This is an optimization exercise on Yosys and OpenROAD, whose aim is small area, not a production implementation.
In this exercise RTL edits were held to simulation tests only and were not proved equivalent to the original.
The flow treats the clock pin as an ideal source. Dropping or thinning the clock tree relies on that and would not hold on a real chip.
Power figures rest on the tool's default switching activity, not on a simulated workload.

==> flow/design.v <==
package spi_sram_responder_pkg;
  localparam logic [7:0] CMD_READ  = 8'h03;
  localparam logic [7:0] CMD_WRITE = 8'h02;
  localparam logic [7:0] CMD_RDSR  = 8'h05;
  localparam logic [7:0] STATUS_VALUE_DEF = 8'h40;
  localparam logic [1:0] PH_CMD   = 2'd0;
  localparam logic [1:0] PH_ADDRH = 2'd1;
  localparam logic [1:0] PH_ADDRL = 2'd2;
  localparam logic [1:0] PH_DATA  = 2'd3;
endpackage
module spi_sync_edge #(
  parameter logic RESET_VAL = 1'b0,
  parameter bit   USE_RESET = 1'b0
) (
  input  logic clk,
  input  logic reset,
  input  logic async_in,
  output logic level
);
  logic meta;
  logic sync;
  always_ff @(posedge clk) begin
    if (USE_RESET && reset) begin
      meta <= RESET_VAL;
      sync <= RESET_VAL;
    end else begin
      meta <= async_in;
      sync <= meta;
    end
  end
  assign level = sync;
endmodule
module spi_mux_tree #(
  parameter int SEL_W = 2
) (
  input  logic [2**SEL_W-1:0] in,
  input  logic [SEL_W-1:0]    sel,
  output logic                out
);
  if (SEL_W == 1) begin : g_m2
    assign out = sel[0] ? in[1] : in[0];
  end else if (SEL_W == 2) begin : g_m4
    assign out = in[sel];
  end else begin : g_tree
    logic [2**(SEL_W-2)-1:0] lvl;
    for (genvar i = 0; i < 2**(SEL_W-2); i++) begin : g_leaf
      assign lvl[i] = in[4*i + sel[1:0]];
    end
    spi_mux_tree #(.SEL_W(SEL_W-2)) u_up (
      .in  (lvl),
      .sel (sel[SEL_W-1:2]),
      .out (out)
    );
  end
endmodule
module spi_sram_responder #(
  parameter int         DEPTH_LOG2   = 9,
  parameter logic [7:0] STATUS_VALUE = spi_sram_responder_pkg::STATUS_VALUE_DEF
) (
  input  logic                  clk,
  input  logic                  reset,
  input  logic                  sck,
  input  logic                  cs,
  input  logic                  mosi,
  output logic                  miso,
  output logic                  wr_strobe,
  output logic [DEPTH_LOG2-1:0] wr_addr,
  output logic [7:0]            wr_data
);
  localparam int WORDS = 2**DEPTH_LOG2;
  localparam int WP_LOG2 = 6;
  localparam int NWP     = WORDS >> WP_LOG2;
  localparam logic [2:0] RD_SWITCH = 3'd5;
  logic sck_s, sck_prev, cs_s, mosi_s;
  spi_sync_edge u_sck_sync (
    .clk      (clk),
    .reset    (reset),
    .async_in (sck),
    .level    (sck_s)
  );
  spi_sync_edge #(.RESET_VAL(1'b1), .USE_RESET(1'b1)) u_cs_sync (
    .clk      (clk),
    .reset    (reset),
    .async_in (cs),
    .level    (cs_s)
  );
  spi_sync_edge u_mosi_sync (
    .clk      (clk),
    .reset    (reset),
    .async_in (mosi),
    .level    (mosi_s)
  );
  always_ff @(posedge clk) sck_prev <= sck_s;
  logic                  rise;
  logic [1:0]            ph;
  logic [2:0]            cnt;
  logic                  md_rd, md_wr, md_sr;
  logic [6:0]            rx;
  logic [7:0]            rx_next;
  logic [DEPTH_LOG2-1:0] addr;
  logic [DEPTH_LOG2-1:0] addr_p1;
  logic [DEPTH_LOG2-1:0] addr_rev;
  logic [7:0]            wdat;
  logic                  wpend;
  logic [DEPTH_LOG2-1:0] t;
  logic [DEPTH_LOG2-1:0] d;
  logic                  wr_hit;
  logic                  commit;
  assign rise    = sck_s & ~sck_prev & ~cs_s;
  assign rx_next = {rx, mosi_s};
  assign addr_p1 = addr + 1'b1;
  for (genvar i = 0; i < DEPTH_LOG2; i++) begin : g_rev
    assign addr_rev[i] = addr[DEPTH_LOG2-1-i];
  end
  assign d       = addr_rev + t;
  assign wr_hit  = wpend && (d[WP_LOG2-1:0] == '0);
  assign commit  = rise && ph == spi_sram_responder_pkg::PH_DATA && md_wr && cnt == 3'd7;
  always_ff @(posedge clk) t <= t + 1'b1;
  always_ff @(posedge clk) begin
    if (rise) rx <= rx_next[6:0];
    if (cs_s) begin
      ph  <= spi_sram_responder_pkg::PH_CMD;
      cnt <= 3'd0;
    end else if (rise) begin
      cnt <= cnt + 3'd1;
      if (cnt == 3'd7 && ph != spi_sram_responder_pkg::PH_DATA) ph <= ph + 2'd1;
      if (ph == spi_sram_responder_pkg::PH_CMD && cnt == 3'd7) begin
        md_rd <= (rx_next == spi_sram_responder_pkg::CMD_READ);
        md_wr <= (rx_next == spi_sram_responder_pkg::CMD_WRITE);
        md_sr <= (rx_next == spi_sram_responder_pkg::CMD_RDSR);
        if (rx_next == spi_sram_responder_pkg::CMD_RDSR) ph <= spi_sram_responder_pkg::PH_DATA;
      end
    end
  end
  logic addr_inc;
  assign addr_inc = wr_hit ||
                    (rise && ph == spi_sram_responder_pkg::PH_DATA && md_rd && cnt == RD_SWITCH - 3'd1);
  always_ff @(posedge clk) begin
    for (int i = 0; i < DEPTH_LOG2; i++) begin
      if (rise && ((i == DEPTH_LOG2 - 1) ? (ph == spi_sram_responder_pkg::PH_ADDRH && cnt == 3'd7)
                                        : (ph == spi_sram_responder_pkg::PH_ADDRL && cnt == 3'(7 - i))))
        addr[i] <= mosi_s;
      else if (addr_inc)
        addr[i] <= addr_p1[i];
    end
  end
  always_ff @(posedge clk) begin
    if (commit) wpend <= 1'b1;
    else if (wr_hit) wpend <= 1'b0;
    if (commit) wdat <= rx_next;
  end
  always_ff @(posedge clk) begin
    if (reset) wr_strobe <= 1'b0;
    else       wr_strobe <= commit;
  end
  assign wr_addr = addr;
  assign wr_data = wdat;
  logic [3:0] cand7;
  logic [1:0] rot7;
  logic [1:0] cand6;
  logic       rot6;
  logic [5:0] h;
  logic [7:0] want;
  for (genvar k = 0; k < 8; k++) begin : g_plane
    logic [WORDS-1:0] r;
    logic [WORDS-1:0] r_nxt;
    always_comb begin
      r_nxt = {r[WORDS-2:0], r[WORDS-1]};
      for (int j = 0; j < NWP; j++)
        if (wr_hit && d[DEPTH_LOG2-1:WP_LOG2] == j) r_nxt[j*(1<<WP_LOG2)+1] = wdat[k];
    end
    always_ff @(posedge clk) r <= r_nxt;
    localparam logic [2:0] C = 3'(7 - k);
    assign want[k] = (cnt < RD_SWITCH) ? (C >= cnt) : (C < cnt);
    if (k == 7) begin : g_quarters
      for (genvar q = 0; q < 4; q++) begin : g_q
        logic [7:0] taps;
        logic       tap;
        for (genvar i = 0; i < 8; i++) begin : g_tap
          assign taps[i] = r[q*128 + i*16];
        end
        spi_mux_tree #(.SEL_W(3)) u_tap_mux (.in(taps), .sel(d[6:4]), .out(tap));
        always_ff @(posedge clk) if (want[k] && d[3:0] == '0) cand7[q] <= tap;
      end
      always_ff @(posedge clk)
        if (want[k] && d[3:0] == '0) rot7 <= d[8:7] - {addr[0], addr[1]};
    end else if (k == 6) begin : g_halves
      for (genvar q = 0; q < 2; q++) begin : g_q
        logic [15:0] taps;
        logic        tap;
        for (genvar i = 0; i < 16; i++) begin : g_tap
          assign taps[i] = r[q*256 + i*16];
        end
        spi_mux_tree #(.SEL_W(4)) u_tap_mux (.in(taps), .sel(d[7:4]), .out(tap));
        always_ff @(posedge clk) if (want[k] && d[3:0] == '0) cand6[q] <= tap;
      end
      always_ff @(posedge clk)
        if (want[k] && d[3:0] == '0) rot6 <= d[8] ^ addr[0];
    end else begin : g_single
      localparam int SL = (k >= 4) ? 4 : 5;
      localparam int NT = WORDS >> SL;
      logic [NT-1:0] taps;
      logic          tap;
      for (genvar i = 0; i < NT; i++) begin : g_tap
        assign taps[i] = r[i << SL];
      end
      spi_mux_tree #(.SEL_W(DEPTH_LOG2 - SL)) u_tap_mux (
        .in  (taps),
        .sel (d[DEPTH_LOG2-1:SL]),
        .out (tap)
      );
      always_ff @(posedge clk) if (want[k] && d[SL-1:0] == '0) h[k] <= tap;
    end
  end
  logic [1:0] sel7;
  logic [7:0] byte_out;
  assign sel7     = rot7 + {addr[0], addr[1]};
  assign byte_out = {cand7[sel7], cand6[rot6 ^ addr[0]], h};
  assign miso = md_sr ? STATUS_VALUE[~cnt] : byte_out[~cnt];
endmodule
clock: 10.0 ns
lec_check: 0
cap_margin: 20
core_margin: 2
core_utilization: 60
place_density: 0.7
slew_margin: 20
synth_memory_max_bits: 8192
standard.sh (not shown) runs the stock make flow with config.mk's settings and CLKGATE_MAP_FILE= SYNTH_SCRIPT=/design/flow/synth_recipe.tcl, a recipe that flattens the netlist after the stock synthesis.
==> flow/flow/run.sh <==
#!/bin/bash
# Standard layout (standard.sh) with two changes to clock tree synthesis:
# TritonCTS without dummy loads and with large clkbuf_16 sink clusters, then
# flow/cts_hook.tcl turns the root and leaf buffers into inverters.
# ORFS's full output goes to standard.log, each step's log to orfs/logs/.
set -euo pipefail
export CTS_ARGS="-sink_clustering_enable -repair_clock_nets -dont_use_dummy_load -buf_list sky130_fd_sc_hd__clkbuf_16 -sink_clustering_size 34 -sink_clustering_max_diameter 70"
export PRE_CTS_TCL="$PWD/flow/cts_hook.tcl"
bash standard.sh > standard.log 2>&1
Other scripts of this flow, unchanged in this note and not shown: flow/flow/cts_hook.tcl
Edit:
==> flow/flow/run.sh (replaced) <==
#!/bin/bash
# Standard layout (standard.sh) with these changes: the ports get buf_1
# buffers; TritonCTS runs without dummy loads and with large clkbuf_16 sink
# clusters, then flow/cts_hook.tcl turns the root and leaf buffers into
# inverters.
# ORFS's full output goes to standard.log, each step's log to orfs/logs/.
set -euo pipefail
export CTS_ARGS="-sink_clustering_enable -repair_clock_nets -dont_use_dummy_load -buf_list sky130_fd_sc_hd__clkbuf_16 -sink_clustering_size 34 -sink_clustering_max_diameter 70"
export BUFFER_PORTS_ARGS="-buffer_cell sky130_fd_sc_hd__buf_1"
export PRE_CTS_TCL="$PWD/flow/cts_hook.tcl"
bash standard.sh > standard.log 2>&1
Via count climbs by 0.89%.
Cell area is about the same.
Fmax came out higher by 2.9%.
No run of this note takes its clock network from TritonCTS; it comes from the design's own scripts or RTL.

========
exp/amber:
spi_sram_responder, a different RTL version from the one above (not shown whole).
Size: ~4700 cells after synthesis, roughly 4200 flip-flops, about 24 I/O pins, roughly 88000 um2 of cells after synthesis.
Settings: LEC_CHECK=0, CAP_MARGIN=20, CORE_MARGIN=2, CORE_UTILIZATION=60, CTS_BUF_LIST=sky130_fd_sc_hd__clkbuf_8, CTS_CLUSTER_DIAMETER=40, CTS_CLUSTER_SIZE=20, PLACE_DENSITY=0.7, SLEW_MARGIN=20, SYNTH_MEMORY_MAX_BITS=8192; clock period 10.0 ns.
run.sh (not shown) runs the stock make flow with config.mk's settings and CLKGATE_MAP_FILE= SYNTH_SCRIPT=/design/flow/synth_recipe.tcl, a recipe that flattens the netlist after the stock synthesis.
Stock flow here: none of the scripts above is used.
exp/amber: no failed stages, no open violations at the end
Changes in exp/umber relative to exp/amber:
- CTS_BUF_LIST changed from sky130_fd_sc_hd__clkbuf_8 to sky130_fd_sc_hd__clkbuf_16
- PLACE_DENSITY changed from 0.7 to 0.88
- CORE_UTILIZATION changed from 60 to 80
- CTS_CLUSTER_SIZE changed from 20 to 40
- CTS_CLUSTER_DIAMETER changed from 40 to 50
## What came out
- Status: exp/umber FAILED at 3_5_place_dp (tool error)
- Comparing exp/umber against exp/amber, there is no change at all in count of input and output buffers.
- Comparing exp/amber against exp/umber, there is no change at all in complex-gate fraction of the synthesized area.
- Comparing exp/amber against exp/umber, there is no change at all in post-synthesis share of cell area spent on xor and xnor gates.
- For die span in y, dividing the value from exp/umber by the value from exp/amber gives 0.867.
- Lower initial core utilization among exp/umber and exp/amber: exp/amber
The inputs of exp/garnet differ from those of exp/umber as listed below.
- removing CTS_CLUSTER_SIZE (formerly 40)
- removing CTS_CLUSTER_DIAMETER (formerly 50)
- changing PLACE_DENSITY from 0.88 to 0.32
- removing CTS_BUF_LIST (formerly sky130_fd_sc_hd__clkbuf_16)
- changing CORE_UTILIZATION from 80 to 25
--- outcome ---
- exp/garnet and exp/umber ended up with roughly the same synthesized area.
- exp/garnet against exp/umber; sum of net half-perimeters after detailed placement is down by more than a quarter.
- exp/umber did not finish; a tool error ended it in 3_5_place_dp.
- exp/garnet: PASS, flow complete, no timing, DRC or antenna violations
- exp/garnet vs exp/umber: number of rows created at floorplan up
- Going from exp/umber to exp/garnet, global placer's final weighted congestion went down about 13%, width of the die went up 78%, number of cells produced by synthesis held, die height went up 78%.
Here is what was changed in the inputs of exp/juniper compared with exp/garnet.
- an added CTS_CLUSTER_SIZE of 36
- a change of CORE_UTILIZATION from 25 to 60
- a change of PLACE_DENSITY from 0.32 to 0.7
- an added CTS_BUF_LIST of sky130_fd_sc_hd__clkbuf_16
- an added CTS_CLUSTER_DIAMETER of 45
### Flow results
- The detail-routed via count per cell number comes out lower for exp/garnet vs exp/juniper.
- exp/garnet ended with every stage complete and zero timing, DRC or antenna violations.
- exp/juniper completed; timing, DRC and antenna clean
- The slowest cell on the critical path comes out dfxtp_1 in one run and clkdlybuf4s50_1 in the other, namely in exp/garnet and exp/juniper respectively.
- Between exp/garnet and exp/juniper, the difference in required time at the endpoint of the critical path is negligible.
- Diff exp/garnet -> exp/juniper: setup slack has decreased, number of buffers other than clock buffers in the final layout has decreased.
- [compare] base=exp/garnet new=exp/juniper: transition at the pin with the smallest max-transition slack moved down; final area moved down.
Changes in exp/harbor relative to exp/juniper:
- CTS_CLUSTER_DIAMETER changed from 45 to 30
- CTS_CLUSTER_SIZE changed from 36 to 12
- CTS_BUF_LIST changed from sky130_fd_sc_hd__clkbuf_16 to sky130_fd_sc_hd__clkbuf_4
## What came out
The flow did not stop early for exp/harbor: all stages ran, and the layout cleared the timing, design-rule and antenna checks.
Compared with exp/juniper, in exp/harbor share of final-layout standard cells stronger than drive strength 1 picked up an extra 5.3 points, wire length of the first global-routing pass lost 6500 um.
Measured against each other, exp/juniper and exp/harbor differ in setup slack, the lower figure coming from exp/harbor.
Across both runs, clock buffer instance count of the final layout was higher for exp/harbor than for exp/juniper.
Antenna cell count for exp/harbor is lower than for exp/juniper.
Final standard cell count with taps included and fillers excluded ends up lower on exp/juniper.
Going from exp/juniper to exp/harbor, area added between synthesis and finish lost 1.7 points, power moved down, final area shrank by 1.5%.
#### Input delta (exp/willow over exp/harbor)
- swapping 12 for 36 in CTS_CLUSTER_SIZE
- swapping 30 for 70 in CTS_CLUSTER_DIAMETER
- swapping sky130_fd_sc_hd__clkbuf_4 for sky130_fd_sc_hd__clkbuf_16 in CTS_BUF_LIST
### Flow results
- Summary of the comparison: worst setup slack is higher in exp/willow, relative to exp/harbor.
- The routing usage on met3 of exp/willow is lower than that of exp/harbor.
- Taking exp/harbor as the reference point, the final period utilization of exp/willow falls by 5.1 points.
- exp/willow — clock group share of total power 4.4 points lower, exp/harbor as reference
- exp/willow against exp/harbor: sequential share of power saw an increase, global-route wire length before repair went down 3.6%.
- From exp/harbor to exp/willow, number of instances resized during post-cts repair did not move at all.
- Compared with exp/harbor, exp/willow shows share of the final layout cell area in sequential cells higher by 2.2 points.
- Re final total power: exp/harbor and exp/willow aren't equal, and the lower value belongs to exp/willow.

[afterwards: timing with drivers on the ports]
The flow's constraints put no driver on any port. The routed layouts listed below were extracted and timed again, unchanged, in two steps.
Step 1 sets driving cells, clkbuf_16 on the clock port and buf_2 on the other inputs (assumed; they add their load-dependent delay and slew).
Step 2 times the ports against the registers' clock, not the clock port: input delays grow and output delays shrink by t, the midpoint of the rising clock arrivals with the driver on.
Slacks: ideal / step 1 / step 2; pairs: ideal / step 1.
| run | t, ns | setup slack, ns | worst hold slack (ns) | worst slew at a driven data input, ns | cell pins on the clock port's net |
|---|---|---|---|---|---|
| the first run of note 1 | 0.695 | 4.726 / 4.624 / 5.319 | 0.212 / 0.212 / 0.212 | 0.03 | 1 |
| the second run of note 1 | 0.699 | 4.874 / 4.767 / 5.466 | 0.214 / 0.214 / 0.214 | 0.03 | 1 |
| exp/amber | 1.056 | 4.733 / 4.660 / 5.717 | 0.296 / 0.296 / 0.296 | 0.03 | 1 |
| exp/garnet | 0.984 | 5.024 / 4.934 / 5.500 | 0.279 / 0.279 / 0.279 | 0.10 | 1 |
| exp/juniper | 0.911 | 4.978 / 4.899 / 5.811 | 0.287 / 0.287 / 0.287 | 0.03 | 1 |
| exp/harbor | 1.363 | 4.434 / 4.361 / 5.724 | 0.240 / 0.240 / 0.240 | 0.03 | 1 |
| exp/willow | 0.863 | 4.947 / 4.869 / 5.732 | 0.295 / 0.295 / 0.295 | 0.03 | 1 |
After both steps every run listed still meets setup and hold.
